Source: an optimization exercise on an open RTL-to-GDS flow (aim: small area). Production flows keep margins and buffers that such runs may drop.
Only simulation tests tie the RTL to the original design; equivalence was not proved.
Power and IR drop assume default switching activity.

== the previous run ==
==> module ndma_obi_mem_sub, before the edit <==
module ndma_obi_mem_sub #(
    parameter logic [31:0] BASE_ADDR   = 32'h0000_0000,
    parameter int unsigned DEPTH       = 64,
    parameter int unsigned GNT_WAIT    = 0,
    parameter int unsigned RVALID_WAIT = 0,
    parameter int unsigned MAX_OUTST   = 2
) (
    input  logic             clk_i,
    input  logic             rst_i,
    input  logic             obi_req_i,
    output logic             obi_gnt_o,
    input  logic [31:0]      obi_addr_i,
    input  logic             obi_we_i,
    input  logic [3:0]       obi_be_i,
    input  logic [31:0]      obi_wdata_i,
    input  logic [ndma_pkg::AID_W-1:0] obi_aid_i,
    output logic             obi_rvalid_o,
    output logic [31:0]      obi_rdata_o,
    output logic [ndma_pkg::AID_W-1:0] obi_rid_o,
    output logic             obi_err_o,
    input  logic             stall_i
);
    localparam int unsigned AW = $clog2(DEPTH);
    logic [32:0]   diff;
    logic [31:0]   off;
    logic [AW-1:0] idx;
    logic          err_a, unused_off;
    always_comb begin
        diff       = {1'b0, obi_addr_i} - {1'b0, BASE_ADDR};
        off        = diff[31:0];
        idx        = off[AW+1:2];
        unused_off = ^off[1:0];
        err_a      = (|obi_addr_i[1:0]) | diff[32] | (off >= 32'(4 * DEPTH));
    end
    if (GNT_WAIT == 0 && RVALID_WAIT == 0 && MAX_OUTST >= 2) begin : g_direct
        logic          gnt, wen;
        logic          rv_q, err_q;
        logic [ndma_pkg::AID_W-1:0] rid_q;
        logic [31:0]   rd;
        logic [31:0]   mem_q [DEPTH];
        always_comb begin
            gnt       = ~rst_i & obi_req_i & ~stall_i;
            obi_gnt_o = gnt;
            wen       = gnt & obi_we_i & ~err_a;
        end
        localparam int unsigned WG = 16;
        localparam int unsigned NG = (DEPTH + WG - 1) / WG;
        logic [31:0] wd [NG];
        for (genvar g = 0; g < NG; g++) begin : g_wd
            for (genvar i = 0; i < 32; i++) begin : g_bit
                ndma_and2 u_wd (.a(obi_wdata_i[i]), .b(~rst_i), .y(wd[g][i]));
            end
        end
        localparam int unsigned LW = AW / 2;
        localparam int unsigned HW = AW - LW;
        localparam int unsigned LM = (1 << LW) - 1;
        logic [DEPTH-1:0] rsel [4];
        logic [(1 << HW)-1:0] rhi_nq;
        logic [(1 << LW)-1:0] rlo_nq;
        always_ff @(posedge clk_i) begin
            for (int unsigned j = 0; j < (1 << HW); j++)
                rhi_nq[j] <= ~(gnt & ~obi_we_i & ~err_a & (idx[AW-1:LW] == HW'(j)));
            for (int unsigned k = 0; k < (1 << LW); k++)
                rlo_nq[k] <= ~(idx[LW-1:0] == LW'(k));
        end
        for (genvar b = 0; b < 4; b++) begin : g_lane_dec
            logic [(1 << HW)-1:0] whi_n;
            logic [(1 << LW)-1:0] wlo_n;
            ndma_dec_ef_n #(.W(HW)) u_whi (
                .a (idx[AW-1:LW]), .a_n (~idx[AW-1:LW]), .e (wen & obi_be_i[b]), .f (rst_i),
                .y_n (whi_n)
            );
            ndma_dec_f_n #(.W(LW)) u_wlo (
                .a (idx[LW-1:0]), .a_n (~idx[LW-1:0]), .f (rst_i), .y_n (wlo_n)
            );
            for (genvar w = 0; w < DEPTH; w++) begin : g_word
                logic en;
                ndma_nor2 u_en (.a(whi_n[w >> LW]), .b(wlo_n[w & LM]), .y(en));
                ndma_nor2 u_rs (.a(rhi_nq[w >> LW]), .b(rlo_nq[w & LM]), .y(rsel[b][w]));
                always_ff @(posedge clk_i) begin
                    if (en) mem_q[w][8*b +: 8] <= wd[w / WG][8*b +: 8];
                end
            end
        end
        for (genvar i = 0; i < 32; i++) begin : g_bit
            logic [DEPTH-1:0] col;
            for (genvar w = 0; w < DEPTH; w++) begin : g_col
                assign col[w] = mem_q[w][i];
            end
            ndma_sel_or #(.N(DEPTH)) u_rd (
                .sel (rsel[i / 8]),
                .d   (col),
                .y   (rd[i])
            );
        end
        always_ff @(posedge clk_i) begin
            rv_q    <= gnt;
            err_q   <= gnt & err_a;
            rid_q   <= gnt ? obi_aid_i : '0;
        end
        always_comb begin
            obi_rvalid_o = rv_q & ~rst_i;
            obi_err_o    = err_q & ~rst_i;
            obi_rid_o    = rid_q & {ndma_pkg::AID_W{~rst_i}};
            obi_rdata_o  = rd & {32{~rst_i}};
        end
    end else begin : g_queued
        localparam int unsigned GW = $clog2(GNT_WAIT + 2);
        localparam int unsigned RW = $clog2(RVALID_WAIT + 2);
        localparam int unsigned OW = $clog2(MAX_OUTST + 1);
        logic [31:0]   mem_q [DEPTH];
        logic [GW-1:0] wait_q, wait_d;
        logic [RW-1:0] head_q, head_d;
        logic [OW-1:0] outst_q, outst_d;
        logic          accept, pop, fifo_full, fifo_empty;
        ndma_pkg::ndma_resp_t push_entry, head_entry;
        always_comb begin
            obi_gnt_o  = ~rst_i & obi_req_i & ~stall_i
                       & (wait_q == GW'(GNT_WAIT)) & (outst_q < OW'(MAX_OUTST));
            accept     = obi_gnt_o;
            push_entry.rdata = (obi_we_i | err_a) ? '0 : mem_q[idx];
            push_entry.rid   = obi_aid_i;
            push_entry.err   = err_a;
            obi_rvalid_o = ~rst_i & ~fifo_empty & (head_q == RW'(RVALID_WAIT));
            pop          = obi_rvalid_o;
            obi_rdata_o  = obi_rvalid_o ? head_entry.rdata : '0;
            obi_rid_o    = obi_rvalid_o ? head_entry.rid   : '0;
            obi_err_o    = obi_rvalid_o ? head_entry.err   : 1'b0;
            if (!obi_req_i || obi_gnt_o)        wait_d = '0;
            else if (wait_q != GW'(GNT_WAIT))   wait_d = wait_q + GW'(1);
            else                                wait_d = wait_q;
            if (pop || fifo_empty)              head_d = '0;
            else if (head_q != RW'(RVALID_WAIT)) head_d = head_q + RW'(1);
            else                                head_d = head_q;
            case ({accept, pop})
                2'b10:   outst_d = outst_q + OW'(1);
                2'b01:   outst_d = outst_q - OW'(1);
                default: outst_d = outst_q;
            endcase
        end
        always_ff @(posedge clk_i) begin
            if (rst_i) begin
                wait_q  <= '0;
                head_q  <= '0;
                outst_q <= '0;
                for (int unsigned i = 0; i < DEPTH; i++) mem_q[i] <= '0;
            end else begin
                wait_q  <= wait_d;
                head_q  <= head_d;
                outst_q <= outst_d;
                if (accept && obi_we_i && !err_a)
                    mem_q[idx] <= ndma_pkg::ndma_be_merge(mem_q[idx], obi_wdata_i, obi_be_i);
            end
        end
        ndma_resp_fifo #(
            .DEPTH (MAX_OUTST),
            .WIDTH ($bits(push_entry))
        ) u_resp_fifo (
            .clk_i   (clk_i),
            .rst_i   (rst_i),
            .push_i  (accept),
            .data_i  (push_entry),
            .pop_i   (pop),
            .full_o  (fifo_full),
            .empty_o (fifo_empty),
            .head_o  (head_entry)
        );
    end
endmodule
export LEC_CHECK = 0
export CAP_MARGIN = 10
export CORE_MARGIN = 2
export CORE_UTILIZATION = 60
export CTS_BUF_LIST = sky130_fd_sc_hd__clkbuf_8
export CTS_CLUSTER_DIAMETER = 100
export CTS_CLUSTER_SIZE = 16
export GPL_TIMING_DRIVEN = 0
export PLACE_DENSITY = 0.7
export SLEW_MARGIN = 10
export SYNTH_HIERARCHICAL = 1
export BUFFER_PORTS_ARGS = -buffer_cell sky130_fd_sc_hd__buf_1
export CTS_ARGS = -sink_clustering_enable -repair_clock_nets -dont_use_dummy_load -buf_list sky130_fd_sc_hd__clkbuf_8 -sink_clustering_size 16 -sink_clustering_max_diameter 100
create_clock -name core_clock -period 5.0 [get_ports {clk_i}]
standard.sh (not shown) runs the stock make flow with config.mk's settings and CLKGATE_MAP_FILE= SYNTH_SCRIPT=/design/flow/synth_recipe.tcl, a recipe that flattens the netlist after the stock synthesis.
==> flow/flow/run.sh <==
#!/bin/bash
# Standard ORFS layout (the standard.sh, standard synthesis unchanged) with
# two layout settings added to the config:
#   - port buffers are buf_1 instead of the default delay-cell buffer,
#   - clock tree synthesis without dummy loads.
# Each tool's output stays in the ORFS logs under orfs/logs; make's output goes
# to standard.log.
set -euo pipefail
cat >> config.mk <<'EOF'
export BUFFER_PORTS_ARGS = -buffer_cell sky130_fd_sc_hd__buf_1
export CTS_ARGS = -sink_clustering_enable -repair_clock_nets -dont_use_dummy_load -buf_list sky130_fd_sc_hd__clkbuf_8 -sink_clustering_size 16 -sink_clustering_max_diameter 100
EOF
bash standard.sh > standard.log 2>&1
The previous run went all the way through synthesis, placement and routing and the layout is clean on timing, DRC and antenna.
[inputs] the current run vs the previous run
--- a/flow/design.v
+++ b/flow/design.v
@@ -105,7 +105,7 @@
     if (GNT_WAIT == 0 && RVALID_WAIT == 0 && MAX_OUTST >= 2) begin : g_direct
         logic          gnt, wen;
-        logic          rv_q, err_q;
+        logic          rv_q, err_q, rok_q;
         logic [ndma_pkg::AID_W-1:0] rid_q;
-        logic [31:0]   rd;
+        logic [31:0]   rd, rdata_q;
         logic [31:0]   mem_q [DEPTH];
         always_comb begin
@@ -126,15 +126,7 @@
         localparam int unsigned LM = (1 << LW) - 1;
         logic [DEPTH-1:0] rsel [4];
-        logic [(1 << HW)-1:0] rhi_nq;
-        logic [(1 << LW)-1:0] rlo_nq;
-        always_ff @(posedge clk_i) begin
-            for (int unsigned j = 0; j < (1 << HW); j++)
-                rhi_nq[j] <= ~(gnt & ~obi_we_i & ~err_a & (idx[AW-1:LW] == HW'(j)));
-            for (int unsigned k = 0; k < (1 << LW); k++)
-                rlo_nq[k] <= ~(idx[LW-1:0] == LW'(k));
-        end
         for (genvar b = 0; b < 4; b++) begin : g_lane_dec
-            logic [(1 << HW)-1:0] whi_n;
-            logic [(1 << LW)-1:0] wlo_n;
+            logic [(1 << HW)-1:0] whi_n, rhi_n;
+            logic [(1 << LW)-1:0] wlo_n, rlo_n;
             ndma_dec_ef_n #(.W(HW)) u_whi (
                 .a (idx[AW-1:LW]), .a_n (~idx[AW-1:LW]), .e (wen & obi_be_i[b]), .f (rst_i),
@@ -144,8 +136,10 @@
                 .a (idx[LW-1:0]), .a_n (~idx[LW-1:0]), .f (rst_i), .y_n (wlo_n)
             );
+            ndma_dec_n #(.W(HW)) u_rhi (.a (idx[AW-1:LW]), .a_n (~idx[AW-1:LW]), .y_n (rhi_n));
+            ndma_dec_n #(.W(LW)) u_rlo (.a (idx[LW-1:0]),  .a_n (~idx[LW-1:0]),  .y_n (rlo_n));
             for (genvar w = 0; w < DEPTH; w++) begin : g_word
                 logic en;
                 ndma_nor2 u_en (.a(whi_n[w >> LW]), .b(wlo_n[w & LM]), .y(en));
-                ndma_nor2 u_rs (.a(rhi_nq[w >> LW]), .b(rlo_nq[w & LM]), .y(rsel[b][w]));
+                ndma_nor2 u_rs (.a(rhi_n[w >> LW]), .b(rlo_n[w & LM]), .y(rsel[b][w]));
                 always_ff @(posedge clk_i) begin
                     if (en) mem_q[w][8*b +: 8] <= wd[w / WG][8*b +: 8];
@@ -167,5 +161,7 @@
             rv_q    <= gnt;
             err_q   <= gnt & err_a;
+            rok_q   <= gnt & ~obi_we_i & ~err_a;
             rid_q   <= gnt ? obi_aid_i : '0;
+            rdata_q <= rd;
         end
         always_comb begin
@@ -173,5 +169,5 @@
             obi_err_o    = err_q & ~rst_i;
             obi_rid_o    = rid_q & {ndma_pkg::AID_W{~rst_i}};
-            obi_rdata_o  = rd & {32{~rst_i}};
+            obi_rdata_o  = rdata_q & {32{rok_q & ~rst_i}};
         end
     end else begin : g_queued
Results
- Flops: the current run more than the previous run
- The previous run reports its capture point of the critical path as obi_rdata_o[23] while the current run reports obi_rdata_o[3].
- Per the comparison of the current run with the previous run, sequential group share of total power fell by 1.1 points, design area has remained practically unchanged.
- On the current run: first-pass GRT wire length is about 1.4% lower than what the previous run gave.
- Cmp the current run and the previous run / total vias in the final route / lower: the previous run
- Diff the previous run..the current run | achievable frequency | negligible
- The current run vs. the previous run: clock group share of total power went down by 0.5 points.
- The previous run → the current run: cell count +0.67%, synthesis-to-layout area growth -0.67 points, overall global routing resource usage -0.79 points.

## what the ideal ports hide
The flow's constraints put no driver on any port. The routed layouts listed below were extracted and timed again, unchanged, in two steps. Step 1: set_driving_cell puts a clkbuf_16 on clk_i and a buf_2 on each other input, an assumption about the parent block. Step 2 times the ports against the registers' clock, not the clock port: input delays grow and output delays shrink by t, the midpoint of the rising clock arrivals with the driver on. Three values: no drivers, after step 1, after step 2; two values: the first two.
run	shift t [ns]	setup WS [ns]	worst setup path at the end	clock arrival spread, ns	cell pins on the clock port's net
the previous run	0.964	0.228 / 0.155 / -0.438	input to register	0.080 / 0.081	1
the current run	0.960	0.220 / 0.201 / -0.387	input to register	0.050 / 0.049	1
With both steps, setup timing fails in the previous run and the current run, where it was met with ideal ports. The setup slack of the previous run, which loses most, moves by -0.073 ns with the drivers and by -0.666 ns with both steps.
